This design comes from an exercise in tuning for small area, a short achievable clock period and few clock cycles per item on the open sky130 flow, not from production work. RTL that was checked went through simulation tests only; none was proved equivalent to the original. Function not checked in run 6: the RTL went through the layout flow alone.

**flow/constraint.sdc**
```tcl
create_clock -name core_clock -period 10.0 [get_ports {CLOCK_50}]
set_input_delay 2.0000 -clock core_clock [delete_from_list [all_inputs] [get_ports {CLOCK_50}]]
set_output_delay 2.0000 -clock core_clock [all_outputs]
set_load 0.01 [all_outputs]
```
**flow/design.v**
```verilog
`default_nettype none
package rms_pkg;
	function automatic logic [6:0] seg_of_nibble(input logic [3:0] nibble);
		logic [6:0] seg;
		case (nibble)
			4'h0: seg = 7'h40;
			4'h1: seg = 7'h79;
			4'h2: seg = 7'h24;
			4'h3: seg = 7'h30;
			4'h4: seg = 7'h19;
			4'h5: seg = 7'h12;
			4'h6: seg = 7'h02;
			4'h7: seg = 7'h78;
			4'h8: seg = 7'h00;
			4'h9: seg = 7'h10;
			4'ha: seg = 7'h08;
			4'hb: seg = 7'h03;
			4'hc: seg = 7'h46;
			4'hd: seg = 7'h21;
			4'he: seg = 7'h06;
			default: seg = 7'h0e;
		endcase
		seg_of_nibble = seg;
	endfunction
endpackage
`default_nettype wire
`default_nettype none
module rms_top
(
	input  logic        CLOCK_50,
	input  logic        rst_n,
	input  logic        src_empty,
	input  logic [31:0] src_readdata,
	input  logic        snk_full,
	output logic        src_read,
	output logic        snk_write,
	output logic [31:0] snk_writedata,
	output logic [6:0]  hex0,
	output logic [6:0]  hex1,
	output logic [6:0]  hex2,
	output logic [6:0]  hex3,
	output logic [6:0]  hex4,
	output logic [6:0]  hex5
);
	localparam logic [14:0] BND = 15'b101_0101_0101_0010;
	logic        run_q;
	logic        pend_q;
	logic        vsk_q;
	logic [15:0] xs_q;
	logic        va_q;
	logic [15:0] xa_q;
	logic        vq_q;
	logic [31:0] sq_q;
	logic [34:0] s_q;
	logic        vs_q;
	logic [3:0]  es_q;
	logic [1:0]  ms_q;
	logic [3:0]  e_of_k;
	logic [1:0]  m_of_k;
	logic [2:0]  wcnt_q;
	logic        ov_q;
	logic [15:0] out_q;
	logic [3:0]  pos_q;
	logic        adv;
	logic [7:0]  xh;
	logic [7:0]  xl;
	logic [15:0] sqh;
	logic [15:0] sql;
	logic [15:0] sqm;
	logic [15:0] sqm_q;
	logic [34:0] s_new;
	assign adv = !ov_q || !snk_full;
	assign snk_write = ov_q && !snk_full;
	assign src_read = run_q && !src_empty && !vsk_q && adv;
	assign snk_writedata = {16'h0000, out_q};
	always_ff @(posedge CLOCK_50 or negedge rst_n)
	begin
		if (!rst_n)
		begin
			run_q <= 1'b0;
			pend_q <= 1'b0;
			vsk_q <= 1'b0;
			va_q <= 1'b0;
			vq_q <= 1'b0;
			vs_q <= 1'b0;
			wcnt_q <= '0;
		end
		else
		begin
			run_q <= 1'b1;
			pend_q <= src_read;
			if (adv)
			begin
				va_q <= pend_q || vsk_q;
				vsk_q <= 1'b0;
				vq_q <= va_q;
				vs_q <= vq_q;
				if (vq_q)
					wcnt_q <= wcnt_q + 3'd1;
			end
			else if (pend_q)
				vsk_q <= 1'b1;
		end
	end
	assign xh = xa_q[15:8];
	assign xl = xa_q[7:0];
	assign sqh =
		({16{xh[0]}} & (((16'(xh) >> 1) << 2) | (16'd1 << 0))) +
		({16{xh[1]}} & (((16'(xh) >> 2) << 4) | (16'd1 << 2))) +
		({16{xh[2]}} & (((16'(xh) >> 3) << 6) | (16'd1 << 4))) +
		({16{xh[3]}} & (((16'(xh) >> 4) << 8) | (16'd1 << 6))) +
		({16{xh[4]}} & (((16'(xh) >> 5) << 10) | (16'd1 << 8))) +
		({16{xh[5]}} & (((16'(xh) >> 6) << 12) | (16'd1 << 10))) +
		({16{xh[6]}} & (((16'(xh) >> 7) << 14) | (16'd1 << 12))) +
		({16{xh[7]}} & (((16'(xh) >> 8) << 16) | (16'd1 << 14)));
	assign sql =
		({16{xl[0]}} & (((16'(xl) >> 1) << 2) | (16'd1 << 0))) +
		({16{xl[1]}} & (((16'(xl) >> 2) << 4) | (16'd1 << 2))) +
		({16{xl[2]}} & (((16'(xl) >> 3) << 6) | (16'd1 << 4))) +
		({16{xl[3]}} & (((16'(xl) >> 4) << 8) | (16'd1 << 6))) +
		({16{xl[4]}} & (((16'(xl) >> 5) << 10) | (16'd1 << 8))) +
		({16{xl[5]}} & (((16'(xl) >> 6) << 12) | (16'd1 << 10))) +
		({16{xl[6]}} & (((16'(xl) >> 7) << 14) | (16'd1 << 12))) +
		({16{xl[7]}} & (((16'(xl) >> 8) << 16) | (16'd1 << 14)));
	assign sqm =
		({16{xa_q[8]}} & (16'(xl) << 0)) +
		({16{xa_q[9]}} & (16'(xl) << 1)) +
		({16{xa_q[10]}} & (16'(xl) << 2)) +
		({16{xa_q[11]}} & (16'(xl) << 3)) +
		({16{xa_q[12]}} & (16'(xl) << 4)) +
		({16{xa_q[13]}} & (16'(xl) << 5)) +
		({16{xa_q[14]}} & (16'(xl) << 6)) +
		({16{xa_q[15]}} & (16'(xl) << 7));
	assign s_new = ((wcnt_q == 3'd0) ? 35'd0 : s_q) + 35'(sq_q) + (35'(sqm_q) << 9);
	always_ff @(posedge CLOCK_50)
	begin
		if (pend_q && !adv)
			xs_q <= src_readdata[15:0];
		if (adv)
		begin
			xa_q <= pend_q ? src_readdata[15:0] : xs_q;
			sq_q <= {sqh, sql};
			sqm_q <= sqm;
			if (vq_q)
			begin
				s_q <= s_new;
				es_q <= e_of_k;
				ms_q <= m_of_k;
			end
		end
	end
	function automatic logic [3:0] dstep(input logic [2:0] r, input logic b, input logic [1:0] mm);
		logic q;
		logic [2:0] n;
		logic c1;
		logic c2;
		c1 = !mm[0];
		c2 = !mm[1];
		case (mm)
			2'd0: q = b;
			2'd1: q = r[1] | (r[0] & b);
			2'd2: q = r[2] | (r[1] & (r[0] | b));
			default: q = r[2] | (r[1] & r[0] & b);
		endcase
		n[0] = b ^ q;
		n[1] = r[0] ^ (q & (c1 ^ b));
		n[2] = r[1] ^ (q & (c2 ^ ((r[0] & c1) | (r[0] & b) | (c1 & b))));
		dstep = {q, n};
	endfunction
	logic [15:0][17:0] rem_i;
	logic [15:0][15:0] r_i;
	logic [15:0][2:0]  dr_i;
	logic [15:0][31:0] qs_i;
	logic [15:0][1:0]  mm_i;
	logic [15:0]       v_i;
	logic [15:0][17:0] rem_o;
	logic [15:0][15:0] r_o;
	logic [15:0][2:0]  dr_o;
	logic [15:0][31:0] qs_o;
	always_comb
	begin
		case (wcnt_q)
			3'd0: begin e_of_k = 4'b0001; m_of_k = 2'd0; end
			3'd1: begin e_of_k = 4'b0010; m_of_k = 2'd0; end
			3'd2: begin e_of_k = 4'b0001; m_of_k = 2'd1; end
			3'd3: begin e_of_k = 4'b0100; m_of_k = 2'd0; end
			3'd4: begin e_of_k = 4'b0001; m_of_k = 2'd2; end
			3'd5: begin e_of_k = 4'b0010; m_of_k = 2'd1; end
			3'd6: begin e_of_k = 4'b0001; m_of_k = 2'd3; end
			default: begin e_of_k = 4'b1000; m_of_k = 2'd0; end
		endcase
	end
	logic [34:0] sh;
	logic [1:0]  mm0;
	assign sh = ({35{es_q[0]}} & s_q) | ({35{es_q[1]}} & (s_q >> 1)) |
		({35{es_q[2]}} & (s_q >> 2)) | ({35{es_q[3]}} & (s_q >> 3));
	assign mm0 = ms_q;
	for (genvar j = 0; j < 16; j++)
	begin : g_step
		if (j == 0)
		begin : g_src
			logic [3:0] a1;
			logic [3:0] a2;
			assign a1 = dstep(sh[34:32], sh[31], mm0);
			assign a2 = dstep(a1[2:0], sh[30], mm0);
			assign rem_i[j] = '0;
			assign r_i[j] = '0;
			assign dr_i[j] = a2[2:0];
			assign qs_i[j] = {a1[3], a2[3], sh[29:0]};
			assign mm_i[j] = mm0;
			assign v_i[j] = vs_q;
		end
		else if (BND[j-1])
		begin : g_reg
			logic [17:0] rem_q;
			logic [15:0] r_q;
			logic [2:0]  dr_q;
			logic [31:0] qs_q;
			logic [1:0]  mm_q;
			logic        v_q;
			always_ff @(posedge CLOCK_50)
			begin
				if (adv)
				begin
					rem_q <= rem_o[j-1];
					r_q <= r_o[j-1];
					dr_q <= dr_o[j-1];
					qs_q <= qs_o[j-1] & (32'hffffffff >> (2 * j));
					mm_q <= mm_i[j-1];
				end
			end
			always_ff @(posedge CLOCK_50 or negedge rst_n)
			begin
				if (!rst_n)
					v_q <= 1'b0;
				else if (adv)
					v_q <= v_i[j-1];
			end
			assign rem_i[j] = rem_q;
			assign r_i[j] = r_q;
			assign dr_i[j] = dr_q;
			assign qs_i[j] = qs_q;
			assign mm_i[j] = mm_q;
			assign v_i[j] = v_q;
		end
		else
		begin : g_pass
			assign rem_i[j] = rem_o[j-1];
			assign r_i[j] = r_o[j-1];
			assign dr_i[j] = dr_o[j-1];
			assign qs_i[j] = qs_o[j-1];
			assign mm_i[j] = mm_i[j-1];
			assign v_i[j] = v_i[j-1];
		end
		if (j < 15)
		begin : g_div
			logic [3:0] b1;
			logic [3:0] b2;
			assign b1 = dstep(dr_i[j], qs_i[j][29-2*j], mm_i[j]);
			assign b2 = dstep(b1[2:0], qs_i[j][28-2*j], mm_i[j]);
			assign dr_o[j] = b2[2:0];
			always_comb
			begin
				qs_o[j] = qs_i[j];
				qs_o[j][29-2*j] = b1[3];
				qs_o[j][28-2*j] = b2[3];
			end
		end
		else
		begin : g_nodiv
			assign dr_o[j] = '0;
			assign qs_o[j] = qs_i[j];
		end
		logic [j+2:0] rs;
		logic [j+1:0] tr;
		logic [j+3:0] diff;
		logic         t;
		assign rs = {rem_i[j][j:0], qs_i[j][31-2*j -: 2]};
		if (j == 0)
		begin : g_t0
			assign tr = 2'b01;
		end
		else
		begin : g_tn
			assign tr = {r_i[j][j-1:0], 2'b01};
		end
		assign diff = {1'b0, rs} - {2'b00, tr};
		assign t = !diff[j+3];
		assign rem_o[j] = 18'(t ? diff[j+1:0] : rs[j+1:0]);
		assign r_o[j] = 16'({r_i[j][14:0], t});
	end
	always_ff @(posedge CLOCK_50 or negedge rst_n)
	begin
		if (!rst_n)
		begin
			ov_q <= 1'b0;
			out_q <= '0;
			pos_q <= '0;
		end
		else if (adv)
		begin
			ov_q <= v_i[15];
			if (v_i[15])
			begin
				out_q <= r_o[15];
				pos_q <= (pos_q[2:0] == 3'd0) ? 4'd1 : pos_q + 4'd1;
			end
		end
	end
	assign hex0 = rms_pkg::seg_of_nibble(out_q[3:0]);
	assign hex1 = rms_pkg::seg_of_nibble(out_q[7:4]);
	assign hex2 = rms_pkg::seg_of_nibble(out_q[11:8]);
	assign hex3 = rms_pkg::seg_of_nibble(out_q[15:12]);
	assign hex4 = rms_pkg::seg_of_nibble(pos_q);
	assign hex5 = rms_pkg::seg_of_nibble(4'h0);
endmodule
`default_nettype wire
```
**flow/config.mk**
```make
export PLATFORM = sky130hd
export DESIGN_NAME = rms_top
export DESIGN_NICKNAME = rms_top
export VERILOG_FILES = /design/flow/design.v
export SDC_FILE = /design/flow/constraint.sdc
export NUM_CORES = 4
export LEC_CHECK = 0
export ABC_AREA = 1
export CAP_MARGIN = 20
export CORE_MARGIN = 2
export CORE_UTILIZATION = 40
export CTS_BUF_LIST = sky130_fd_sc_hd__clkbuf_8
export SETUP_SLACK_MARGIN = 4.0
export SLEW_MARGIN = 20
```
**flow/run.sh**
```bash
#!/bin/bash
# synth_recipe.tcl (not shown) runs the flow's synth.tcl, then flattens the netlist and writes it again
# the make line also repeats each setting of config.mk as NAME=value (left out here)
make -C /OpenROAD-flow-scripts/flow DESIGN_CONFIG=/design/flow/config.mk WORK_HOME=/design/flow/orfs CLKGATE_MAP_FILE= SYNTH_SCRIPT=/design/flow/synth_recipe.tcl finish
```
==> results of run 1 <==
cell usage in the layout (no fill, tap or decap), types with 17 or more instances in the layout:
cell type,synthesis,routed
inv_2,25,25
o22ai_1,39,39
a21oi_1,228,228
fa_1,75,75
or2_2,21,21
dfrtp_1,37,37
nand3_1,124,124
conb_1,2,24
xnor2_1,58,58
edfxtp_1,380,380
xor2_1,170,170
clkbuf_8,0,81
inv_1,498,519
o21ai_1,41,42
nand2_1,743,741
o21bai_1,24,24
nor2_1,203,201
clkdlybuf4s50_1,0,70
o21ai_0,233,231
ha_1,335,335
nand2_2,16,17
kinds of logic (layout without fill, tap and decap cells):
group	count (synthesis)	after routing	synth area share [%]
adder cells (fa/ha/maj)	410	410	18.32
other	2	26	0.02416
flip-flops	417	417	39.69
buffers and inverters	624	750	7.918
XOR/XNOR	229	229	6.477
AND/OR/NAND/NOR	1162	1164	15.45
multiplexers	1	1	0.03221
AO/OA/AOI/OAI	664	664	12.08
registers in the layout, indices dropped and copies added, names as in the netlist, 2 cells and up:
signal,flops
out_q,16
g_step.genblk1.g_reg.qs_q,100
g_step.genblk1.g_reg.rem_q,69
sq_q,30
xa_q,16
g_step.genblk1.g_reg.dr_q,18
xs_q,16
g_step.genblk1.g_reg.mm_q,12
g_step.genblk1.g_reg.r_q,62
sqm_q,16
wcnt_q,3
g_step.genblk1.g_reg.v_q,7
ms_q,2
s_q,35
pos_q,4
es_q,4
worst min path at each step:
stage / depth (start not counted) / endpoint / slack [ns]
after floorplan: 0 / g_step[11].genblk1.g_reg.qs_q[0]$_DFFE_PN_ / 0.40
after global placement: 0 / g_step[9].genblk1.g_reg.qs_q[11]$_DFFE_PN_ / 0.40
after detailed placement: 0 / g_step[13].genblk1.g_reg.qs_q[3]$_DFFE_PN_ / 0.40
after CTS: 0 / g_step[9].genblk1.g_reg.qs_q[5]$_DFFE_PN_ / 0.41
after global routing: 0 / g_step[9].genblk1.g_reg.qs_q[2]$_DFFE_PN_ / 0.42
final: 0 / g_step[9].genblk1.g_reg.qs_q[5]$_DFFE_PN_ / 0.41
final cells by class:
cell class | instances | share of cell area [%]
Sequential cell | 417 | 35.82
Inverter | 527 | 5.772
Clock buffer | 81 | 3.237
Timing Repair inverter | 2 | 0.02906
Timing Repair Buffer | 86 | 2.401
Tap cell | 1040 | 3.778
Clock inverter | 54 | 1.242
Antenna cell | 2 | 0.01453
Multi-Input combinational cell | 2492 | 47.71
worst max-delay path, stage by stage:
cell             delay (ns)
dlymetal6s2s_1         0.29
nand2_8                0.24
inv_1                  0.24
nor4_1                 0.30
clkdlybuf4s50_1        0.60
per-stage QoR:
stage | area (µm²) | cells
after floorplan | 31170 | 3531
after global placement | 32810 | 4558
after detailed placement | 32810 | 4558
after CTS | 34360 | 4693
after global routing | 34440 | 4700
final | 34440 | 4701
per-layer routing:
| metal | share of wire [%] | GRT usage, % |
|---|---|---|
| met3 | 2.7 | 2.346 |
| met5 | 0 | 0 |
| met2 | 50 | 26.96 |
| met4 | 2.5 | 4.816 |
| met1 | 44 | 17.06 |
what timing repair did:
action / 4_1_cts / 5_1_grt
setup endpoints to repair: 15 / 40
pin swaps: 0 / 1
setup buffers: 0 / 2
hold buffers: 0 / 0
resized for setup: 2 / 11
cloned: 0 / 4
==> flow_metrics.env, run 1 <==
export IMPL_status="complete, no violations"
export IMPL_core_um2=77210
export IMPL_reg2reg_depth=35
export IMPL_yosys_cell_count_top_type="nand2_1"
export IMPL_cts_root_buf="clkbuf_8"
export IMPL_numCtsBuffers=75
export IMPL_synth_seq_cells=417
export IMPL_synth_edff_count=380
export IMPL_finalHoldViolations=0
export IMPL_drtAntennaViolNets=0
export IMPL_arrival_ns=3.67
export IMPL_die_area_um2=79950
export IMPL_port_buffers=72
export IMPL_async_flop_share_pct=8.873
export IMPL_grt_max_degree=81
export IMPL_crit_required_ns=8.00
export IMPL_r2r_slack_ns=4.66
export IMPL_synth_main_ff_cell="edfxtp_1"
export IMPL_rows=102
export IMPL_seq_area_um2=12340
export IMPL_track_usage_pct=14.57
export IMPL_rr_startpoint="g_step[11].genblk1.g_reg.r_q[1]$_DFFE_PN_"
export IMPL_overflow=0
export IMPL_syn_inst=3509
export IMPL_initial_core_util_pct=40.25
export IMPL_layout_setup_ws_ns=4.334
export IMPL_rr_endpoint="g_step[13].genblk1.g_reg.rem_q[2]$_DFFE_PN_"
export IMPL_routed_wirelength_mm=56.58
export IMPL_drt_iter0_drc=1035
export IMPL_postLayoutCoreUtil_pct=44.61
export IMPL_synthTopCellsByCount="743 x nand2_1, 498 x inv_1, 380 x edfxtp_1, 335 x ha_1, 233 x o21ai_0"
export IMPL_synth_cell_types=59
export IMPL_clkLatencyLatePin_ns=0.64
export IMPL_ios=112
export IMPL_preCtsSetupSlack_ns=3.607
export IMPL_syn_avg_cell_area_um2=8.858
export IMPL_cts_num_sinks=417
export IMPL_min_path_type="flop to flop"
export IMPL_worst_pin_slew_ns=0.9705
export IMPL_synth_cell_area_um2=31080
export IMPL_critPathLaunch="snk_full"
export IMPL_maxSlewHeadroom_pct=35.30
export IMPL_drc=0
export IMPL_drv_slew=0
export IMPL_dpl_hpwl_mm=42.72
export IMPL_via_per_inst=4.783
export IMPL_grt_pass1_wl_mm=98.69
export IMPL_cp_start_kind="input pin"
export IMPL_hold_start="g_step[7].genblk1.g_reg.qs_q[5]$_DFFE_PN_"
export IMPL_detail_route_wl_per_cell_um=12.04
export IMPL_cts_htree_levels=3
export IMPL_worst_hold_slack_ns=0.4143
export IMPL_multi_input_area_um2=16430
export IMPL_finalNetCount=4047
export IMPL_worst_setup_path_end_kind="output pin"
export IMPL_antenna_found_initial=2
export IMPL_ctsLongestPathBuffers=3
export IMPL_drive_gt1_share_pct=6.286
export IMPL_fin_setup_tns_ns=0
export IMPL_critPathKind="input pin to output pin"
export IMPL_chipHeight_um=282.8
export IMPL_rsz0062_at_grt="no"
export IMPL_ys_seq_area_share_pct=39.69
export IMPL_synth_area_leader_cell="edfxtp_1"
export IMPL_clkSlewWorstSetupHoldPaths_ns=0.06
export IMPL_nFillCells=7632
export IMPL_skew_ns=0.01945
export IMPL_netlist_top_cells_area="edfxtp_1 37%, ha_1 13%, nand2_1 9.0%"
export IMPL_finalSetupViolCount=0
export IMPL_yosys_warnings=2
export IMPL_max_freq_mhz=176.5
export IMPL_fin_crit_sh_pct=56.66
export IMPL_crit_fanout=15
export IMPL_critPathCapture="src_read"
export IMPL_die_w_um=282.8
export IMPL_cts_tree="yes"
export IMPL_drv_cap=0
export IMPL_dr_pass1_iters=5
export IMPL_min_period_ns=5.666
export IMPL_place_gp_congestion=0.8276
export IMPL_area_delta_synth_final_pct=10.82
export IMPL_vias=22483
export IMPL_grt_pass1_vias=22139
export IMPL_synth_top_area_share_pct=36.71
Testbench counts, summed over its fixed seeds: cycles 4,192, items 4,096.
==> run 2, diff against run 1 <==
--- a/flow/config.mk
+++ b/flow/config.mk
@@ -11,4 +11,4 @@
 export CORE_UTILIZATION = 40
 export CTS_BUF_LIST = sky130_fd_sc_hd__clkbuf_8
-export SETUP_SLACK_MARGIN = 4.0
+export SETUP_SLACK_MARGIN = 5
 export SLEW_MARGIN = 20
==> run 2 against run 1 <==
Wire length rose by 9.7%. Non-clock buffer count is 136 higher. First-iteration DRC count grew 3.0%. Clock-buffer cell count decreased by 1. Fmax grew 15%. Core utilization is 2.2 points higher. Synthesized cell count is the same. Cell count grew 3.0%. Clock skew up 0.0045 ns. Critical path type unchanged. Highest routed layer unchanged.
==> flow_metrics.env, run 2 <==
export IMPL_use_met1_pct=18.06
export IMPL_dr_pass1_iters=5
export IMPL_fin_crit_sh_pct=49.21
export IMPL_ys_seq_area_share_pct=39.69
export IMPL_grt_max_degree=186
export IMPL_nFillCells=7413
export IMPL_dpl_hpwl_mm=42.35
export IMPL_cp_num_buf_inv=3
export IMPL_finalNetCount=4191
export IMPL_synth_top_area_share_pct=36.71
export IMPL_crit_family="buffers and inverters"
export IMPL_slowest_stage="nor4_4"
export IMPL_critPathLaunch="snk_full"
export IMPL_yosys_cell_count_top_type="nand2_1"
export IMPL_rsz0062_at_grt="yes"
export IMPL_cts_htree_levels=3
export IMPL_max_freq_mhz=203.2
export IMPL_crit_fanout=4
export IMPL_track_usage_pct=15.43
export IMPL_drive_gt1_share_pct=12.63
export IMPL_cts_root_buf="clkbuf_8"
export IMPL_status="complete, no violations"
export IMPL_hold_start="g_step[2].genblk1.g_reg.qs_q[14]$_DFFE_PN_"
export IMPL_synth_cell_area_um2=31080
export IMPL_fin_area_um2=36110
export IMPL_vias=23300
export IMPL_fin_setup_tns_ns=0
export IMPL_rows=102
export IMPL_cp_start_kind="input pin"
export IMPL_critPathMaxStageDelay_ns=0.29
export IMPL_place_gp_congestion=0.8219
export IMPL_drc=0
export IMPL_port_buffers=72
export IMPL_dpl_cell_area_um2=32800
export IMPL_final_common_cell="nand2_1"
export IMPL_regMostFlops="g_step.genblk1.g_reg.qs_q"
export IMPL_grt_pass1_wl_mm=103.1
export IMPL_ios=112
export IMPL_crit_chain="clkbuf_4, nand2_8, clkinvlp_4, nor4_4, clkbuf_2"
export IMPL_clkLatencyLatePin_ns=0.65
export IMPL_rr_startpoint="g_step[13].genblk1.g_reg.rem_q[1]$_DFFE_PN_"
export IMPL_antenna_found_initial=1
export IMPL_area_delta_synth_final_pct=16.18
export IMPL_numCtsBuffers=76
export IMPL_drv_slew=0
export IMPL_synthTopCellsByCount="743 x nand2_1, 498 x inv_1, 380 x edfxtp_1, 335 x ha_1, 233 x o21ai_0"
export IMPL_netlist_top_cells_area="edfxtp_1 37%, ha_1 13%, nand2_1 9.0%"
export IMPL_routed_wirelength_mm=62.06
export IMPL_min_period_ns=4.921
export IMPL_crit_cells=5
export IMPL_largest_reg_flops=100
export IMPL_arrival_ns=2.92
export IMPL_worst_pin_slew_ns=0.9414
export IMPL_min_path_type="flop to flop"
export IMPL_core_um2=77210
export IMPL_cts_tree="yes"
export IMPL_critPathCapture="src_read"
export IMPL_drtAntennaViolNets=0
export IMPL_synth_area_leader_cell="edfxtp_1"
export IMPL_use_met3_pct=2.651
export IMPL_grt_pass1_vias=22396
export IMPL_die_area_um2=79950
export IMPL_drv_cap=0
export IMPL_maxSlewHeadroom_pct=37.17
export IMPL_crit_required_ns=8.00
export IMPL_skew_ns=0.02399
export IMPL_cts_num_sinks=417
export IMPL_die_w_um=282.8
export IMPL_initial_core_util_pct=40.25
export IMPL_detail_route_wl_per_cell_um=12.82
export IMPL_synth_main_ff_cell="edfxtp_1"
export IMPL_r2r_slack_ns=5.19
export IMPL_finalSetupViolCount=0
export IMPL_syn_avg_cell_area_um2=8.858
export IMPL_synth_cell_types=59
export IMPL_final_cell_mix="711 x nand2_1, 507 x inv_1, 380 x edfxtp_1"
export IMPL_chipHeight_um=282.8
export IMPL_worst_setup_path_end_kind="output pin"
export IMPL_overflow=0
export IMPL_syn_inst=3509
export IMPL_rr_endpoint="g_step[15].genblk1.g_reg.rem_q[3]$_DFFE_PN_"
export IMPL_busiest_layer="met2"
export IMPL_via_per_inst=4.812
export IMPL_finalHoldViolations=0
export IMPL_drt_iter0_drc=1066
export IMPL_reg2reg_depth=32
export IMPL_reg_top3="g_step.genblk1.g_reg.qs_q: 100 flops, g_step.genblk1.g_reg.rem_q: 69 flops, g_step.genblk1.g_reg.r_q: 62 flops"
export IMPL_synth_edff_count=380
export IMPL_async_flop_share_pct=8.873
export IMPL_use_met2_pct=28.62
export IMPL_synth_seq_cells=417
export IMPL_yosys_warnings=2
export IMPL_clkSlewWorstSetupHoldPaths_ns=0.06
export IMPL_critPathKind="input pin to output pin"
export IMPL_ctsLongestPathBuffers=3
==> run 2: cell counts after synthesis <==
Identical to the previous run, type by type.
==> run 2: worst reg2reg max path, delay by kind of cell (launching register included) <==
family                   cells  cell delay [ns]
adder cells (fa/ha/maj)      2             0.62
AO/OA/AOI/OAI               12             1.79
AND/OR/NAND/NOR             13             1.21
buffers and inverters        4             0.31
flip-flops                   1             0.43
XOR/XNOR                     1             0.18
==> run 2: metal layers <==
metal  wire length [µm]  up-vias
met5                  0        -
met4               1591        0
met3               1991      104
met2              31780      296
met1              26700    10765
li1                   -    12135
==> run 2: worst min-delay path by stage <==
stage,to,slack (ns),cells after the start
3_3_place_gp,g_step[7].genblk1.g_reg.qs_q[9]$_DFFE_PN_,0.40,0
3_5_place_dp,g_step[13].genblk1.g_reg.qs_q[0]$_DFFE_PN_,0.40,0
6_report,g_step[5].genblk1.g_reg.qs_q[14]$_DFFE_PN_,0.40,0
4_1_cts,g_step[5].genblk1.g_reg.qs_q[14]$_DFFE_PN_,0.40,0
5_1_grt,g_step[5].genblk1.g_reg.qs_q[13]$_DFFE_PN_,0.42,0
2_1_floorplan,g_step[11].genblk1.g_reg.qs_q[0]$_DFFE_PN_,0.40,0
==> run 2: layout make-up <==
class	instances	area [µm²]	share of cell area, %
tap	1040	1301	3.604
clock inverter	54	255.2	0.7069
inverter	527	2037	5.641
antenna	1	2.502	0.006930
multi-input combinational	2494	17100	47.35
clock buffer	80	1101	3.049
timing repair inverter	7	47.55	0.1317
sequential	417	12340	34.17
timing repair buffer	222	1929	5.343
==> run 2: kinds of logic (layout without fill, tap and decap cells) <==
family / after synthesis / after routing / synth area share, %
AOI/OAI and AO/OA: 664 / 664 / 12.08
other: 2 / 25 / 0.02416
xor gates and xnor gates: 229 / 229 / 6.477
buffers and inverters: 624 / 890 / 7.918
adders and majority gates: 410 / 410 / 18.32
DFF: 417 / 417 / 39.69
muxes: 1 / 1 / 0.03221
and+or+nand+nor: 1162 / 1166 / 15.45
==> run 2: repair_timing <==
action / in CTS / in global routing
pin swaps: 12 / 63
hold buffers: 0 / 0
setup buffers: 30 / 106
setup endpoints to repair: 63 / 92
cloned: 8 / 8
resized for setup: 47 / 156
==> run 2: stage by stage <==
stage / setup slack [ns] / instances / util (%) / hold slack (ns)
5_1_grt: 4.891 / 4842 / 46.77 / 0.4187
2_1_floorplan: 5.083 / 3531 / - / 0.4003
3_3_place_gp: 3.329 / 4555 / 42.48 / 0.4008
4_1_cts: 4.976 / 4727 / 44.79 / 0.3996
6_report: 5.079 / 4842 / 46.77 / 0.4036
3_5_place_dp: 3.239 / 4555 / 42.48 / 0.4045
==> run 3, diff against run 2 <==
--- a/flow/config.mk
+++ b/flow/config.mk
@@ -11,4 +11,5 @@
 export CORE_UTILIZATION = 40
 export CTS_BUF_LIST = sky130_fd_sc_hd__clkbuf_8
-export SETUP_SLACK_MARGIN = 5
+export GPL_ROUTABILITY_DRIVEN = 0
+export SETUP_SLACK_MARGIN = 4.8
 export SLEW_MARGIN = 20
==> run 3 against run 2 <==
Register-to-register slack got worse by 0.04 ns. Synthesized area unchanged. Cell count decreased by 1.1%. Clock skew increased by 0.0027 ns. Synthesized cell count unchanged. Highest routed layer unchanged. Fmax decreased by 2.1%. Die area unchanged.
==> flow_metrics.env, run 3 <==
export IMPL_crit_fanout=2
export IMPL_fin_setup_tns_ns=0
export IMPL_clkLatencyLatePin_ns=0.66
export IMPL_status="complete, no violations"
export IMPL_crit_required_ns=8.00
export IMPL_async_flop_share_pct=8.873
export IMPL_grt_pass1_wl_mm=99.93
export IMPL_yosys_warnings=2
export IMPL_hold_start="g_step[11].genblk1.g_reg.qs_q[1]$_DFFE_PN_"
export IMPL_ctsLongestPathBuffers=3
export IMPL_max_freq_mhz=198.9
export IMPL_cp_num_buf_inv=2
export IMPL_drt_iter0_drc=1007
export IMPL_worst_setup_path_end_kind="output pin"
export IMPL_antenna_found_initial=2
export IMPL_arrival_ns=3.03
export IMPL_port_buffers=72
export IMPL_drive_gt1_share_pct=9.931
export IMPL_die_w_um=282.8
export IMPL_initial_core_util_pct=40.25
export IMPL_yosys_cell_count_top_type="nand2_1"
export IMPL_postCtsHoldBufs=0
export IMPL_finalHoldViolations=0
export IMPL_clkSlewWorstSetupHoldPaths_ns=0.06
export IMPL_final_cell_mix="734 x nand2_1, 512 x inv_1, 380 x edfxtp_1"
export IMPL_drc=0
export IMPL_routed_wirelength_mm=59.50
export IMPL_grt_max_degree=187
export IMPL_drv_cap=0
export IMPL_track_usage_pct=14.95
export IMPL_area_delta_synth_final_pct=13.52
export IMPL_dr_pass1_iters=5
export IMPL_fin_crit_sh_pct=50.28
export IMPL_slowest_stage="clkdlybuf4s50_1"
export IMPL_cts_htree_levels=3
export IMPL_numCtsBuffers=74
export IMPL_rr_startpoint="g_step[13].genblk1.g_reg.rem_q[1]$_DFFE_PN_"
export IMPL_critPathMaxStageDelay_ns=0.40
export IMPL_synthTopCellsByCount="743 x nand2_1, 498 x inv_1, 380 x edfxtp_1, 335 x ha_1, 233 x o21ai_0"
export IMPL_overflow=0
export IMPL_synth_cell_types=59
export IMPL_rsz0062_at_grt="no"
export IMPL_synth_edff_count=380
export IMPL_finalSetupViolCount=0
export IMPL_synth_cell_area_um2=31080
export IMPL_chipHeight_um=282.8
export IMPL_drv_slew=0
export IMPL_maxSlewHeadroom_pct=33.37
export IMPL_crit_chain="clkdlybuf4s50_1, nor4_1, dlygate4sd2_1"
export IMPL_syn_inst=3509
export IMPL_detail_route_wl_per_cell_um=12.43
export IMPL_syn_avg_cell_area_um2=8.858
export IMPL_grt_pass1_vias=22051
export IMPL_cts_num_sinks=417
export IMPL_reg_top3="g_step.genblk1.g_reg.qs_q: 100 flops, g_step.genblk1.g_reg.rem_q: 69 flops, g_step.genblk1.g_reg.r_q: 62 flops"
export IMPL_cts_tree="yes"
export IMPL_critPathKind="input pin to output pin"
export IMPL_die_area_um2=79950
export IMPL_worst_pin_slew_ns=0.9994
export IMPL_critPathLaunch="src_empty"
export IMPL_final_common_cell="nand2_1"
export IMPL_ys_seq_area_share_pct=39.69
export IMPL_drtAntennaViolNets=0
export IMPL_rows=102
export IMPL_finalNetCount=4136
export IMPL_synth_top_area_share_pct=36.71
export IMPL_synth_main_ff_cell="edfxtp_1"
export IMPL_regMostFlops="g_step.genblk1.g_reg.qs_q"
export IMPL_min_path_type="flop to flop"
export IMPL_largest_reg_flops=100
export IMPL_ios=112
export IMPL_worst_hold_slack_ns=0.4059
export IMPL_synth_area_leader_cell="edfxtp_1"
export IMPL_vias=22907
export IMPL_via_per_inst=4.784
export IMPL_dpl_hpwl_mm=42.28
export IMPL_synth_seq_cells=417
export IMPL_skew_ns=0.02673
export IMPL_cp_start_kind="input pin"
export IMPL_min_period_ns=5.028
export IMPL_netlist_top_cells_area="edfxtp_1 37%, ha_1 13%, nand2_1 9.0%"
export IMPL_crit_family="buffers and inverters"
export IMPL_cts_root_buf="clkbuf_8"
export IMPL_core_um2=77210
## run 3: cell counts after synthesis
Identical to the previous run, type by type.
## run 3: final cells by class
cell class	count	area [µm²]
multi-input cells	2493	16750
well taps	1040	1301
fillers	7524	41930
diodes	2	5.005
inverters	527	2017
repair inverters	5	30.03
clock buffers	75	1032
flip-flops and latches	417	12340
clock inverters	57	306.5
repair buffers	172	1499
## run 3: worst paths after layout
kind,endpoint,slack [ns],depth (start not counted)
max in group asynchronous,wcnt_q[0]$_DFFE_PN0P_,8.08,2
max,src_read,4.97,3
min,g_step[13].genblk1.g_reg.qs_q[1]$_DFFE_PN_,0.41,0
max reg2reg,g_step[15].genblk1.g_reg.rem_q[13]$_DFFE_PN_,5.15,32
min in group asynchronous,pos_q[0]$_DFFE_PN0P_,1.45,2
min reg2reg,g_step[13].genblk1.g_reg.qs_q[1]$_DFFE_PN_,0.41,0
## run 3: what timing repair did
| action | 4_1_cts | 5_1_grt |
|---|---|---|
| pin swaps | 2 | 26 |
| cloned | 6 | 5 |
| buffers inserted | 7 | 80 |
| resized for setup | 31 | 84 |
| endpoints found under the setup margin | 52 | 84 |
## run 3: stage by stage
step | worst slack (ns) | area, µm² | instances | utilization (%)
after floorplan | 4.970 | 31170 | 3531 | -
after global placement | 3.331 | 32800 | 4556 | 42.48
after detailed placement | 3.288 | 32800 | 4556 | 42.48
after CTS | 4.820 | 34320 | 4701 | 44.45
after global routing | 4.719 | 35280 | 4787 | 45.69
final | 4.972 | 35280 | 4788 | 45.70
## run 3: cell families (layout without fill, tap and decap cells)
group	after synthesis	in the layout	synth area share (%)
simple gates	1162	1165	15.45
buf+inv	624	836	7.918
flops	417	417	39.69
compound gates	664	664	12.08
fa+ha+maj	410	410	18.32
xor+xnor	229	229	6.477
other cells	2	26	0.02416
mux	1	1	0.03221
## run 3: routing by layer
metal	vias up	track usage (%)	wire, µm
li1	12032	-	-
met2	262	27.53	30250
met3	105	2.577	1913
met5	-	0	0
met4	0	5.264	1533
met1	10508	17.36	25800
==> run 4, diff against run 3 <==
--- a/flow/config.mk
+++ b/flow/config.mk
@@ -11,5 +11,5 @@
 export CORE_UTILIZATION = 40
 export CTS_BUF_LIST = sky130_fd_sc_hd__clkbuf_8
-export GPL_ROUTABILITY_DRIVEN = 0
+export GPL_TIMING_DRIVEN = 0
 export SETUP_SLACK_MARGIN = 4.8
 export SLEW_MARGIN = 20
==> run 4 against run 3 <==
Core utilization up 1.2 points. Via count up 2.0%. Sequential share of layout area down 0.89 points. Register-to-register slack worse by 0.15 ns. Cell area up 2.6%. Flip-flop and latch count unchanged. Wire length up 3.7%. Critical path type is now flop to flop. Worst setup slack better by 0.029 ns. Synthesized cell count unchanged. Clock-buffer cell count up 5.
==> flow_metrics.env, run 4 <==
export IMPL_drt_iter0_drc=1106
export IMPL_via_per_inst=4.791
export IMPL_arrival_ns=5.38
export IMPL_min_path_type="flop to flop"
export IMPL_ys_seq_area_share_pct=39.69
export IMPL_critPathKind="flop to flop"
export IMPL_async_flop_share_pct=8.873
export IMPL_dpl_hpwl_mm=45.83
export IMPL_critPathMostFrequentCell="nand2_1"
export IMPL_rows=102
export IMPL_final_common_cell="nand2_1"
export IMPL_nFillCells=7397
export IMPL_placed_cells=4647
export IMPL_port_buffers=72
export IMPL_yosys_cell_count_top_type="nand2_1"
export IMPL_worst_pin_slew_ns=0.8061
export IMPL_synthAdderAreaFrac_pct=18.32
export IMPL_cp_num_buf_inv=6
export IMPL_cts_root_buf="clkbuf_8"
export IMPL_maxSlewHeadroom_pct=46.06
export IMPL_drv_slew=0
export IMPL_dr_pass1_iters=5
export IMPL_postCtsHoldBufs=0
export IMPL_drc=0
export IMPL_yosys_warnings=2
export IMPL_detail_route_wl_per_cell_um=12.66
export IMPL_core_um2=77210
export IMPL_ios=112
export IMPL_synth_area_leader_cell="edfxtp_1"
export IMPL_overflow=0
export IMPL_status="complete, no violations"
export IMPL_synth_top_family_by_area="adder cells"
export IMPL_cp_start_kind="flop"
export IMPL_drive_gt1_share_pct=12.26
export IMPL_drv_cap=0
export IMPL_r2r_slack_ns=5.00
export IMPL_syn_inst=3509
export IMPL_clkSlewWorstSetupHoldPaths_ns=0.06
export IMPL_skew_ns=0.02954
export IMPL_chipHeight_um=282.8
export IMPL_critPathMaxStageDelay_ns=0.42
export IMPL_routed_wirelength_mm=61.73
export IMPL_cts_num_sinks=417
export IMPL_synth_seq_cells=417
export IMPL_drtAntennaViolNets=0
export IMPL_place_gp_congestion=0.8480
export IMPL_finalSetupViolCount=0
export IMPL_min_period_ns=4.999
export IMPL_worst_setup_path_end_kind="flop"
export IMPL_area_delta_synth_final_pct=16.49
export IMPL_cts_tree="yes"
export IMPL_cts_htree_levels=3
export IMPL_seq_area_um2=12340
export IMPL_synth_cell_area_um2=31080
export IMPL_grt_max_degree=141
export IMPL_grt_pass1_vias=22776
export IMPL_regMostFlops="g_step.genblk1.g_reg.qs_q"
export IMPL_synth_cell_types=59
export IMPL_postLayoutCoreUtil_pct=46.89
export IMPL_stdcell_count=4875
export IMPL_fin_setup_tns_ns=0
export IMPL_ctsLongestPathBuffers=3
export IMPL_final_cell_mix="726 x nand2_1, 510 x inv_1, 380 x edfxtp_1"
export IMPL_synthTopCellsByCount="743 x nand2_1, 498 x inv_1, 380 x edfxtp_1, 335 x ha_1, 233 x o21ai_0"
export IMPL_fin_crit_sh_pct=49.99
export IMPL_netlist_top_cells_area="edfxtp_1 37%, ha_1 13%, nand2_1 9.0%"
export IMPL_rsz0062_at_grt="yes"
export IMPL_numCtsBuffers=74
export IMPL_reg_top3="g_step.genblk1.g_reg.qs_q: 100 flops, g_step.genblk1.g_reg.rem_q: 69 flops, g_step.genblk1.g_reg.r_q: 62 flops"
export IMPL_track_usage_pct=15.71
export IMPL_initial_core_util_pct=40.25
export IMPL_synthSimpleGateAreaFrac_pct=15.45
export IMPL_crit_required_ns=10.38
export IMPL_synth_edff_count=380
export IMPL_grt_pass1_wl_mm=104.2
export IMPL_synth_top_area_share_pct=36.71
export IMPL_syn_avg_cell_area_um2=8.858
export IMPL_muxShareOfSynthArea_pct=0.03220
export IMPL_synth_compound_area_share_pct=12.08
export IMPL_synthXorXnorAreaFrac_pct=6.477
export IMPL_largest_reg_flops=100
export IMPL_slowest_stage="edfxtp_1"
export IMPL_finalHoldViolations=0
export IMPL_multi_input_area_um2=16970
export IMPL_clkLatencyLatePin_ns=0.66
export IMPL_crit_fanout=9
export IMPL_max_freq_mhz=200.0
export IMPL_crit_family="compound AO/OA/AOI/OAI gates"
export IMPL_antenna_found_initial=2
export IMPL_finalNetCount=4227
export IMPL_vias=23355
export IMPL_synth_main_ff_cell="edfxtp_1"
export IMPL_die_w_um=282.8
export IMPL_die_area_um2=79950
==> run 4: path summary, 6_finish.rpt <==
kind	from	endpoint	cells after the start
min reg2reg	g_step[5].genblk1.g_reg.qs_q[0]$_DFFE_PN_	g_step[7].genblk1.g_reg.qs_q[0]$_DFFE_PN_	0
max in group asynchronous	rst_n	wcnt_q[0]$_DFFE_PN0P_	2
min	g_step[5].genblk1.g_reg.qs_q[0]$_DFFE_PN_	g_step[7].genblk1.g_reg.qs_q[0]$_DFFE_PN_	0
max reg2reg	g_step[13].genblk1.g_reg.rem_q[0]$_DFFE_PN_	g_step[15].genblk1.g_reg.rem_q[2]$_DFFE_PN_	32
max	g_step[13].genblk1.g_reg.rem_q[0]$_DFFE_PN_	g_step[15].genblk1.g_reg.rem_q[2]$_DFFE_PN_	32
min in group asynchronous	rst_n	out_q[8]$_DFFE_PN0P_	1
==> run 4: layout make-up <==
cell class	count	share of cell area, %
Clock inverter	48	0.7706
Inverter	527	5.539
Antenna cell	2	0.01382
Tap cell	1040	3.594
Sequential cell	417	34.08
Timing Repair Buffer	173	4.288
Buffer	97	1.818
Clock buffer	80	3.041
Multi-Input combinational cell	2491	46.86
==> run 4: what timing repair did <==
| action | CTS | global route |
|---|---|---|
| setup buffers | 34 | 62 |
| gates resized for setup | 80 | 189 |
| setup endpoints to repair | 68 | 80 |
| pin swaps | 17 | 66 |
| gates cloned | 1 | 1 |
==> run 4: routing by layer <==
metal	vias to the layer above	GRT usage, %	share of wire, %
li1	12199	-	-
met1	10726	18.23	43
met2	329	28.97	51
met3	101	2.478	3.2
met4	0	5.915	3.0
met5	-	0	0
==> run 4: logic make-up after synthesis <==
kind of cell,count (synthesis)
buf+inv,624
xor+xnor,229
fa+ha+maj,410
flops,417
simple gates,1162
mux,1
compound gates,664
other cells,2
==> run 4: stage by stage <==
stage	setup WS, ns	hold WS [ns]	instance area (µm²)
final	5.001	0.4085	36210
after global routing	4.722	0.4182	36210
after CTS	4.747	0.4077	35170
after detailed placement	3.671	0.4045	33310
after global placement	3.116	0.4002	33200
after floorplan	4.970	0.4003	31170
==> run 5, diff against run 4 <==
--- a/flow/config.mk
+++ b/flow/config.mk
@@ -6,10 +6,9 @@
 export NUM_CORES = 4
 export LEC_CHECK = 0
-export ABC_AREA = 1
+export ABC_AREA = 0
 export CAP_MARGIN = 20
 export CORE_MARGIN = 2
 export CORE_UTILIZATION = 40
 export CTS_BUF_LIST = sky130_fd_sc_hd__clkbuf_8
-export GPL_TIMING_DRIVEN = 0
 export SETUP_SLACK_MARGIN = 4.8
 export SLEW_MARGIN = 20
==> run 5 against run 4 <==
Clock skew increased by 0.0023 ns. First-iteration DRC count increased by 6.1%. Register-to-register slack got worse by 0.50 ns. Core utilization increased by 1.6 points. Sequential share of layout area decreased by 3.0 points. Flip-flop and latch count unchanged. Largest cell class unchanged. Critical path depth decreased by 7. Critical endpoint is now g_step[2].genblk1.g_reg.dr_q[2]$_DFFE_PN_. Global-route usage increased by 0.35 points. Synthesized cell count decreased by 5.2%.
==> flow_metrics.env, run 5 <==
export IMPL_status="complete, no violations"
export IMPL_synth_main_ff_cell="edfxtp_1"
export IMPL_place_gp_congestion=0.8217
export IMPL_finalSetupViolCount=0
export IMPL_maxSlewHeadroom_pct=30.86
export IMPL_yosys_cell_count_top_type="edfxtp_1"
export IMPL_min_period_ns=5.500
export IMPL_yosys_warnings=2
export IMPL_ios=112
export IMPL_drv_cap=0
export IMPL_core_um2=81850
export IMPL_grt_max_degree=80
export IMPL_final_cell_mix="380 x edfxtp_1, 314 x ha_1, 277 x inv_1"
export IMPL_initial_core_util_pct=40.26
export IMPL_finalHoldViolations=0
export IMPL_die_w_um=291.0
export IMPL_area_delta_synth_final_pct=20.55
export IMPL_cts_tree="yes"
export IMPL_slowest_stage="edfxtp_1"
export IMPL_arrival_ns=5.90
export IMPL_via_per_inst=5.296
export IMPL_clkSlewWorstSetupHoldPaths_ns=0.06
export IMPL_drive_gt1_share_pct=17.99
export IMPL_seq_area_um2=12340
export IMPL_grt_pass1_wl_mm=116.2
export IMPL_crit_required_ns=10.40
export IMPL_vias=25133
export IMPL_postLayoutCoreUtil_pct=48.53
export IMPL_nFillCells=7553
export IMPL_regMostFlops="g_step.genblk1.g_reg.qs_q"
export IMPL_drv_slew=0
export IMPL_cts_htree_levels=3
export IMPL_routed_wirelength_mm=70.81
export IMPL_min_path_type="flop to flop"
export IMPL_finalNetCount=4058
export IMPL_synth_seq_cells=417
export IMPL_fin_setup_tns_ns=0
export IMPL_antenna_found_initial=1
export IMPL_critPathMaxStageDelay_ns=0.42
export IMPL_grt_pass1_vias=24348
export IMPL_layout_setup_ws_ns=4.500
export IMPL_port_buffers=72
export IMPL_drtAntennaViolNets=0
export IMPL_synth_cell_area_um2=32950
export IMPL_drc=0
export IMPL_drt_iter0_drc=1173
export IMPL_clkLatencyLatePin_ns=0.66
export IMPL_worst_setup_path_end_kind="flop"
export IMPL_async_flop_share_pct=8.873
export IMPL_largest_reg_flops=100
export IMPL_fin_crit_sh_pct=55.00
export IMPL_cts_num_sinks=417
export IMPL_reg_top3="g_step.genblk1.g_reg.qs_q: 100 flops, g_step.genblk1.g_reg.rem_q: 69 flops, g_step.genblk1.g_reg.r_q: 62 flops"
export IMPL_ctsLongestPathBuffers=3
export IMPL_dpl_hpwl_mm=45.36
export IMPL_ys_seq_area_share_pct=37.44
export IMPL_preCtsSetupSlack_ns=3.439
export IMPL_skew_ns=0.03189
export IMPL_netlist_top_cells_area="edfxtp_1 35%, ha_1 13%, fa_1 4.6%"
export IMPL_final_common_cell="edfxtp_1"
export IMPL_critPathMostFrequentCell="a211oi_2"
export IMPL_rsz0062_at_grt="yes"
export IMPL_synthTopCellsByCount="380 x edfxtp_1, 335 x ha_1, 282 x nand2_1, 252 x inv_1, 201 x a21oi_1"
export IMPL_cts_root_buf="clkbuf_8"
export IMPL_numCtsBuffers=78
export IMPL_synth_cell_types=109
export IMPL_multi_input_area_um2=20600
export IMPL_track_usage_pct=16.07
export IMPL_critPathKind="flop to flop"
export IMPL_worst_hold_slack_ns=0.4065
export IMPL_cp_start_kind="flop"
export IMPL_synth_edff_count=380
export IMPL_synth_top_area_share_pct=34.63
export IMPL_rows=105
export IMPL_syn_inst=3325
export IMPL_chipHeight_um=291.0
export IMPL_dr_pass1_iters=7
export IMPL_synth_area_leader_cell="edfxtp_1"
export IMPL_syn_avg_cell_area_um2=9.910
export IMPL_worst_pin_slew_ns=1.037
export IMPL_detail_route_wl_per_cell_um=14.92
export IMPL_crit_fanout=6
export IMPL_max_freq_mhz=181.8
export IMPL_overflow=0
export IMPL_die_area_um2=84690
run 5: area by class of cell:
type / count / area share, %
timing repair inverter: 2 / 0.03780
antenna: 1 / 0.006299
clock buffer: 79 / 2.737
timing repair buffer: 317 / 7.411
clock inverter: 64 / 0.9260
sequential: 417 / 31.06
tap: 1070 / 3.370
inverter: 262 / 2.589
multi-input combinational: 2534 / 51.86
run 5: timing repair:
| action | 4_1_cts | 5_1_grt |
|---|---|---|
| gates cloned | 12 | 6 |
| resized for setup | 179 | 173 |
| pin swaps | 67 | 108 |
| buffers inserted | 115 | 101 |
| hold buffers | 0 | 0 |
| endpoints found under the setup margin | 82 | 90 |
run 5: path summary, 6_finish.rpt:
check | start | endpoint | slack (ns) | cells after the start
min in group asynchronous | rst_n | out_q[4]$_DFFE_PN0P_ | 1.46 | 2
setup / recovery | es_q[1]$_SDFFCE_PP0P_ | g_step[2].genblk1.g_reg.dr_q[2]$_DFFE_PN_ | 4.50 | 25
hold / removal | g_step[11].genblk1.g_reg.qs_q[2]$_DFFE_PN_ | g_step[13].genblk1.g_reg.qs_q[2]$_DFFE_PN_ | 0.41 | 0
hold reg to reg | g_step[11].genblk1.g_reg.qs_q[2]$_DFFE_PN_ | g_step[13].genblk1.g_reg.qs_q[2]$_DFFE_PN_ | 0.41 | 0
max in group asynchronous | rst_n | wcnt_q[1]$_DFFE_PN0P_ | 8.08 | 2
setup reg to reg | es_q[1]$_SDFFCE_PP0P_ | g_step[2].genblk1.g_reg.dr_q[2]$_DFFE_PN_ | 4.50 | 25
run 5: kinds of logic (layout without fill, tap and decap cells):
kind of cell               count (synthesis)  in the layout  share of synthesized area (%)
adders and majority gates                410            410                          17.28
DFF                                      417            417                          37.44
xor gates and xnor gates                 215            215                          5.817
AOI/OAI and AO/OA                        851            852                          17.51
buffers and inverters                    400            724                          4.955
other                                      2             25                        0.02279
muxes                                     73             73                          2.582
and+or+nand+nor                          957            960                          14.40
run 5: worst max-delay path, delay by kind of cell (launching register included):
kind / cells / cell delay [ns]
AOI/OAI and AO/OA: 12 / 2.76
adders and majority gates: 1 / 0.16
buffers and inverters: 4 / 0.48
DFF: 1 / 0.42
muxes: 3 / 0.74
and+or+nand+nor: 5 / 0.69
run 5: layer usage:
metal  up-vias  track usage, %  wire (µm)
met4         0           5.156       2000
met1     11958           19.69      30920
met5         -               0          0
met2       415           28.95      35750
met3       125           2.306       2143
li1      12635               -          -
run 5: through the flow:
step | area, µm² | cells
2_1_floorplan | 33130 | 3347
3_3_place_gp | 34630 | 4368
3_5_place_dp | 34630 | 4368
4_1_cts | 37990 | 4638
5_1_grt | 39720 | 4746
6_report | 39720 | 4746
==> run 6, diff against run 5 <==
--- a/flow/design.v
+++ b/flow/design.v
@@ -43,5 +43,5 @@
 	output logic [6:0]  hex5
 );
-	localparam logic [14:0] BND = 15'b101_0101_0101_0010;
+	localparam logic [14:0] BND = 15'b010_1010_1010_1010;
 	logic        run_q;
 	logic        pend_q;
--- a/flow/config.mk
+++ b/flow/config.mk
@@ -6,5 +6,5 @@
 export NUM_CORES = 4
 export LEC_CHECK = 0
-export ABC_AREA = 0
+export ABC_AREA = 1
 export CAP_MARGIN = 20
 export CORE_MARGIN = 2
==> run 6 against run 5 <==
First-iteration DRC count decreased by 20%. Sequential share of layout area is 4.3 points higher. Fmax grew 8.6%. Critical endpoint is now src_read. Largest cell class unchanged.
==> flow_metrics.env, run 6 <==
export IMPL_ios=112
export IMPL_min_path_type="flop to flop"
export IMPL_worst_setup_path_end_kind="output pin"
export IMPL_track_usage_pct=14.62
export IMPL_yosys_cell_count_top_type="nand2_1"
export IMPL_vias=22724
export IMPL_drv_cap=0
export IMPL_drive_gt1_share_pct=9.813
export IMPL_stdcell_count=4740
export IMPL_finalNetCount=4086
export IMPL_synth_cell_types=63
export IMPL_synth_cell_area_um2=31090
export IMPL_antenna_found_initial=2
export IMPL_reg2reg_depth=33
export IMPL_drc=0
export IMPL_reg_top3="g_step.genblk1.g_reg.qs_q: 112 flops, g_step.genblk1.g_reg.rem_q: 63 flops, g_step.genblk1.g_reg.r_q: 56 flops"
export IMPL_final_cell_mix="686 x nand2_1, 529 x inv_1, 385 x edfxtp_1"
export IMPL_routed_wirelength_mm=58.58
export IMPL_place_gp_congestion=0.8282
export IMPL_finalHoldViolations=0
export IMPL_placed_cells=4517
export IMPL_min_period_ns=5.063
export IMPL_syn_inst=3467
export IMPL_crit_required_ns=8.00
export IMPL_cts_num_sinks=422
export IMPL_dpl_hpwl_mm=42.00
export IMPL_finalSetupViolCount=0
export IMPL_drv_slew=0
export IMPL_dr_pass1_iters=5
export IMPL_cts_htree_levels=3
export IMPL_grt_pass1_wl_mm=98.34
export IMPL_area_delta_synth_final_pct=13.59
export IMPL_preCtsSetupSlack_ns=3.905
export IMPL_postLayoutCoreUtil_pct=45.73
export IMPL_clkSlewWorstSetupHoldPaths_ns=0.06
export IMPL_netlist_top_cells_area="edfxtp_1 37%, ha_1 13%, nand2_1 8.4%"
export IMPL_cp_start_kind="input pin"
export IMPL_seq_area_um2=12490
export IMPL_synth_top_area_share_pct=37.19
export IMPL_core_um2=77210
export IMPL_critPathKind="input pin to output pin"
export IMPL_rsz0062_at_grt="yes"
export IMPL_async_flop_share_pct=8.768
export IMPL_multi_input_area_um2=16520
export IMPL_port_buffers=72
export IMPL_synth_area_leader_cell="edfxtp_1"
export IMPL_final_common_cell="nand2_1"
export IMPL_synthTopCellsByCount="694 x nand2_1, 514 x inv_1, 385 x edfxtp_1, 334 x ha_1, 250 x a21oi_1"
export IMPL_chipHeight_um=282.8
export IMPL_initial_core_util_pct=40.26
export IMPL_status="complete, no violations"
export IMPL_synth_main_ff_cell="edfxtp_1"
export IMPL_numCtsBuffers=76
export IMPL_regMostFlops="g_step.genblk1.g_reg.qs_q"
export IMPL_maxSlewHeadroom_pct=32.14
export IMPL_fin_setup_tns_ns=0
export IMPL_skew_ns=0.02144
export IMPL_via_per_inst=4.794
export IMPL_nFillCells=7532
export IMPL_detail_route_wl_per_cell_um=12.36
export IMPL_crit_chain="clkdlybuf4s15_2, nand2_8, clkinvlp_4, nor4_1, dlygate4sd2_1"
export IMPL_worst_pin_slew_ns=1.018
export IMPL_min_path_cells=0
export IMPL_clkLatencyLatePin_ns=0.66
export IMPL_ctsLongestPathBuffers=3
export IMPL_rows=102
export IMPL_cts_tree="yes"
export IMPL_ys_seq_area_share_pct=40.17
export IMPL_overflow=0
export IMPL_layout_setup_ws_ns=4.937
export IMPL_cts_root_buf="clkbuf_8"
export IMPL_die_area_um2=79970
export IMPL_max_freq_mhz=197.5
export IMPL_grt_max_degree=195
export IMPL_die_w_um=282.8
export IMPL_crit_fanout=3
export IMPL_slowest_stage="dlygate4sd2_1"
export IMPL_grt_pass1_vias=21959
export IMPL_yosys_warnings=2
export IMPL_largest_reg_flops=112
export IMPL_arrival_ns=3.06
export IMPL_critPathMaxStageDelay_ns=0.31
export IMPL_syn_avg_cell_area_um2=8.967
export IMPL_drtAntennaViolNets=0
export IMPL_drt_iter0_drc=935
export IMPL_synth_edff_count=385
export IMPL_fin_crit_sh_pct=50.63
export IMPL_synth_seq_cells=422
==> run 6: cell types whose count changed after synthesis, sizes merged, moves of 94 or more <==
cell   delta
o21ai   +102
xnor2    -94
xor2    +110
and2    -135
inv     +283
nand2   +437
==> run 6: routing by layer <==
layer	part of all wire (%)	vias up	track usage [%]	wire, µm
met5	0.022	-	0	13
met4	2.4	2	4.491	1413
met3	3.0	95	2.519	1754
met2	51	255	27.34	29870
met1	44	10511	16.90	25530
li1	-	11861	-	-
==> run 6: area by class of cell <==
class	count	area share, %
Multi-Input combinational cell	2431	46.79
Sequential cell	422	35.36
Inverter	539	5.836
Timing Repair Buffer	165	4.213
Tap cell	1040	3.685
Clock buffer	81	3.157
Clock inverter	55	0.8362
Timing Repair inverter	6	0.1134
Antenna cell	1	0.007086
==> run 6: logic make-up after synthesis <==
kind of cell | count (synthesis) | synth area share, %
compound gates | 675 | 12.31
xor+xnor | 231 | 6.508
fa+ha+maj | 409 | 18.27
buf+inv | 637 | 8.061
flops | 422 | 40.17
other cells | 2 | 0.02416
simple gates | 1091 | 14.66
==> run 6: final timing paths <==
check,startpoint,to,slack (ns)
hold reg to reg,g_step[6].genblk1.g_reg.qs_q[9]$_DFFE_PN_,g_step[8].genblk1.g_reg.qs_q[9]$_DFFE_PN_,0.42
hold / removal,g_step[6].genblk1.g_reg.qs_q[9]$_DFFE_PN_,g_step[8].genblk1.g_reg.qs_q[9]$_DFFE_PN_,0.42
setup reg to reg,wcnt_q[0]$_DFFE_PN0P_,s_q[34]$_DFFE_PP_,5.09
max in group asynchronous,rst_n,wcnt_q[1]$_DFFE_PN0P_,8.14
setup / recovery,snk_full,src_read,4.94
min in group asynchronous,rst_n,pos_q[3]$_DFFE_PN0P_,1.45
==> run 6: critical path: cells and delay by family <==
kind | cells | cell delay (ns)
buffers and inverters | 3 | 0.70
and+or+nand+nor | 2 | 0.35
==> run 6: metrics by stage <==
step                      area (µm²)  hold WS, ns
after detailed placement       32850       0.4045
final                          35310       0.4160
after global placement         32850       0.4010
after floorplan                31180       0.4003
after global routing           35310       0.4171
after CTS                      34460       0.4058
==> run 6: what timing repair did <==
action / 4_1_cts / 5_1_grt
hold buffers: 0 / 0
endpoints found under the setup margin: 36 / 67
buffers inserted: 7 / 67
resized for setup: 28 / 70
endpoints found under the hold margin: 0 / 0
pin swaps: 2 / 29
gates cloned: 6 / 6
==> run 7, diff against run 6 <==
--- a/flow/design.v
+++ b/flow/design.v
@@ -43,5 +43,5 @@
 	output logic [6:0]  hex5
 );
-	localparam logic [14:0] BND = 15'b010_1010_1010_1010;
+	localparam logic [14:0] BND = 15'b101_0101_0101_0010;
 	logic        run_q;
 	logic        pend_q;
--- a/flow/config.mk
+++ b/flow/config.mk
@@ -11,4 +11,6 @@
 export CORE_UTILIZATION = 40
 export CTS_BUF_LIST = sky130_fd_sc_hd__clkbuf_8
+export CTS_CLUSTER_DIAMETER = 50
+export CTS_CLUSTER_SIZE = 25
 export SETUP_SLACK_MARGIN = 4.8
 export SLEW_MARGIN = 20
==> run 7 against run 6 <==
Critical path type unchanged. Flip-flop and latch count fell by 5. Register-to-register slack barely moved. First-iteration DRC count rose by 10%.
==> flow_metrics.env, run 7 <==
export IMPL_cts_tree="yes"
export IMPL_ys_seq_area_share_pct=39.69
export IMPL_vias=22834
export IMPL_min_period_ns=5.028
export IMPL_synth_seq_cells=417
export IMPL_routed_wirelength_mm=59.36
export IMPL_chipHeight_um=282.8
export IMPL_ios=112
export IMPL_max_freq_mhz=198.9
export IMPL_port_buffers=72
export IMPL_status="complete, no violations"
export IMPL_skew_ns=0.02930
export IMPL_drtAntennaViolNets=0
export IMPL_rows=102
export IMPL_core_um2=77210
export IMPL_yosys_warnings=2
export IMPL_synth_cell_types=59
export IMPL_track_usage_pct=14.77
export IMPL_finalSetupViolCount=0
export IMPL_dr_pass1_iters=6
export IMPL_crit_required_ns=8.00
export IMPL_syn_avg_cell_area_um2=8.858
export IMPL_crit_family="buffers and inverters"
export IMPL_antenna_found_initial=2
export IMPL_worst_setup_path_end_kind="output pin"
export IMPL_syn_inst=3509
export IMPL_detail_route_wl_per_cell_um=12.48
export IMPL_die_area_um2=79950
export IMPL_drc=0
export IMPL_overflow=0
export IMPL_synth_main_ff_cell="edfxtp_1"
export IMPL_grt_pass1_wl_mm=99.50
export IMPL_postCtsHoldBufs=0
export IMPL_place_gp_congestion=0.8122
export IMPL_yosys_cell_count_top_type="nand2_1"
export IMPL_grt_pass1_vias=21940
export IMPL_fin_crit_sh_pct=50.28
export IMPL_final_cell_mix="734 x nand2_1, 492 x inv_1, 380 x edfxtp_1"
export IMPL_regMostFlops="g_step.genblk1.g_reg.qs_q"
export IMPL_drv_cap=0
export IMPL_via_per_inst=4.800
export IMPL_dpl_hpwl_mm=42.28
export IMPL_critPathKind="input pin to output pin"
export IMPL_crit_chain="clkdlybuf4s50_1, nor4_1, dlygate4sd2_1"
export IMPL_cp_start_kind="input pin"
export IMPL_crit_fanout=2
export IMPL_largest_reg_flops=100
export IMPL_min_path_type="flop to flop"
export IMPL_synth_edff_count=380
export IMPL_netlist_top_cells_area="edfxtp_1 37%, ha_1 13%, nand2_1 9.0%"
export IMPL_drt_iter0_drc=1030
export IMPL_ctsLongestPathBuffers=3
export IMPL_critPathMaxStageDelay_ns=0.40
export IMPL_initial_core_util_pct=40.25
export IMPL_fin_setup_tns_ns=0
export IMPL_synth_cell_area_um2=31080
export IMPL_slowest_stage="clkdlybuf4s50_1"
export IMPL_drive_gt1_share_pct=10.17
export IMPL_maxSlewHeadroom_pct=30.92
export IMPL_synth_top_area_share_pct=36.71
export IMPL_rsz0062_at_grt="no"
export IMPL_clkLatencyLatePin_ns=0.68
export IMPL_die_w_um=282.8
export IMPL_clkSlewWorstSetupHoldPaths_ns=0.10
export IMPL_async_flop_share_pct=8.873
export IMPL_numCtsBuffers=52
export IMPL_final_common_cell="nand2_1"
export IMPL_reg_top3="g_step.genblk1.g_reg.qs_q: 100 flops, g_step.genblk1.g_reg.rem_q: 69 flops, g_step.genblk1.g_reg.r_q: 62 flops"
-- run 7: cell count changes in the layout (fill, tap and decap cells not counted), moves of 14 or more --
cell | before | now
buf_4 | 81 | 96
nand2_1 | 686 | 734
a21oi_1 | 238 | 217
o21ai_1 | 26 | 42
nand3_1 | 85 | 121
clkbuf_8 | 81 | 53
inv_1 | 529 | 492
clkinv_1 | 17 | 3
-- run 7: area by class of cell --
type | instances | area [µm²]
well taps | 1040 | 1301
clock inverters | 45 | 501.7
multi-input cells | 2493 | 16770
flip-flops and latches | 417 | 12340
clock buffers | 53 | 729.5
repair inverters | 5 | 30.03
inverters | 527 | 2016
diodes | 2 | 5.005
fillers | 7517 | 42000
repair buffers | 175 | 1520
-- run 7: what timing repair did --
item | in CTS | in global routing
pin swaps | 2 | 25
gates cloned | 6 | 5
setup buffers | 7 | 83
resized for setup | 31 | 84
setup endpoints to repair | 52 | 85
-- run 7: path summary, 6_finish.rpt --
kind | start | end | cells past startpoint | slack (ns)
worst max-delay path | src_empty | src_read | 3 | 4.97
worst min-delay path | g_step[2].genblk1.g_reg.qs_q[9]$_DFFE_PN_ | g_step[5].genblk1.g_reg.qs_q[9]$_DFFE_PN_ | 0 | 0.41
worst max register to register | g_step[13].genblk1.g_reg.rem_q[1]$_DFFE_PN_ | g_step[15].genblk1.g_reg.rem_q[13]$_DFFE_PN_ | 32 | 5.10
worst min register to register | g_step[2].genblk1.g_reg.qs_q[9]$_DFFE_PN_ | g_step[5].genblk1.g_reg.qs_q[9]$_DFFE_PN_ | 0 | 0.41
max in group asynchronous | rst_n | wcnt_q[0]$_DFFE_PN0P_ | 2 | 8.10
min in group asynchronous | rst_n | g_step[5].genblk1.g_reg.v_q$_DFFE_PN0N_ | 2 | 1.42
-- run 7: metal layers --
metal  share of wire [%]  track usage (%)
met3                 2.8            1.852
met1                  43            17.34
met4                 2.5            4.979
met2                  51            27.61
met5                   0                0
-- run 7: kinds of logic after synthesis --
kind of cell | share of synthesized area, %
simple gates | 15.45
compound gates | 12.08
buf+inv | 7.918
flops | 39.69
fa+ha+maj | 18.32
xor+xnor | 6.477
other cells | 0.02416
mux | 0.03221
-- run 7: stage by stage --
stage	util, %	hold slack, ns	setup slack, ns	cells	cell area (µm²)
floorplan	-	0.4003	4.970	3531	31170
global placement	42.48	0.4007	3.331	4556	32800
detailed placement	42.48	0.4045	3.288	4556	32800
CTS	44.31	0.4123	4.807	4667	34210
global route	45.60	0.4166	4.724	4756	35210
finish	45.60	0.4134	4.972	4757	35210
-- run 7: worst register-to-register path: cells and delay by family (launching register included) --
kind                     cells  cell delay (ns)
AO/OA/AOI/OAI               12             1.81
buffers and inverters        4             0.37
adder cells (fa/ha/maj)      2             0.58
XOR/XNOR                     1             0.19
flip-flops                   1             0.46
AND/OR/NAND/NOR             13             1.25
Testbench counts of run 7, summed over its fixed seeds: cycles 4,192, items 4,096.

[re-timing with driven ports]
How much do the figures lean on ideal ports? The routed layouts below were timed once more, with nothing changed but the port constraints. Step 1: set_driving_cell puts a clkbuf_16 on CLOCK_50 and a buf_2 on each other input, an assumption about the parent block. Step 2 also shifts input and output timing later by t, the mid clock arrival at the registers, as if the neighbouring blocks saw the same clock. a / b / c = ideal ports / drivers / drivers and shift; a / b = the first two.
| run | shift t [ns] | setup WS [ns] | worst hold slack (ns) | worst setup path at the end |
|---|---|---|---|---|
| run 1 | 0.694 | 4.334 / 4.313 / 4.313 | 0.414 / 0.414 / 0.414 | input to output |
| run 2 | 0.699 | 5.079 / 5.059 / 5.059 | 0.404 / 0.404 / 0.404 | input to output |
| run 3 | 0.700 | 4.972 / 4.952 / 4.952 | 0.406 / 0.406 / 0.406 | input to output |
| run 4 | 0.701 | 5.001 / 5.001 / 5.001 | 0.408 / 0.408 / 0.408 | register to register |
| run 5 | 0.699 | 4.500 / 4.500 / 4.500 | 0.407 / 0.407 / 0.407 | register to register |
| run 6 | 0.703 | 4.937 / 4.912 / 4.912 | 0.416 / 0.416 / 0.416 | input to output |
| run 7 | 0.724 | 4.972 / 4.952 / 4.952 | 0.413 / 0.413 / 0.413 | input to output |
After both steps every run listed still meets setup and hold. The setup slack of run 6, which loses most, moves by -0.025 ns with the drivers and by -0.025 ns with both steps.
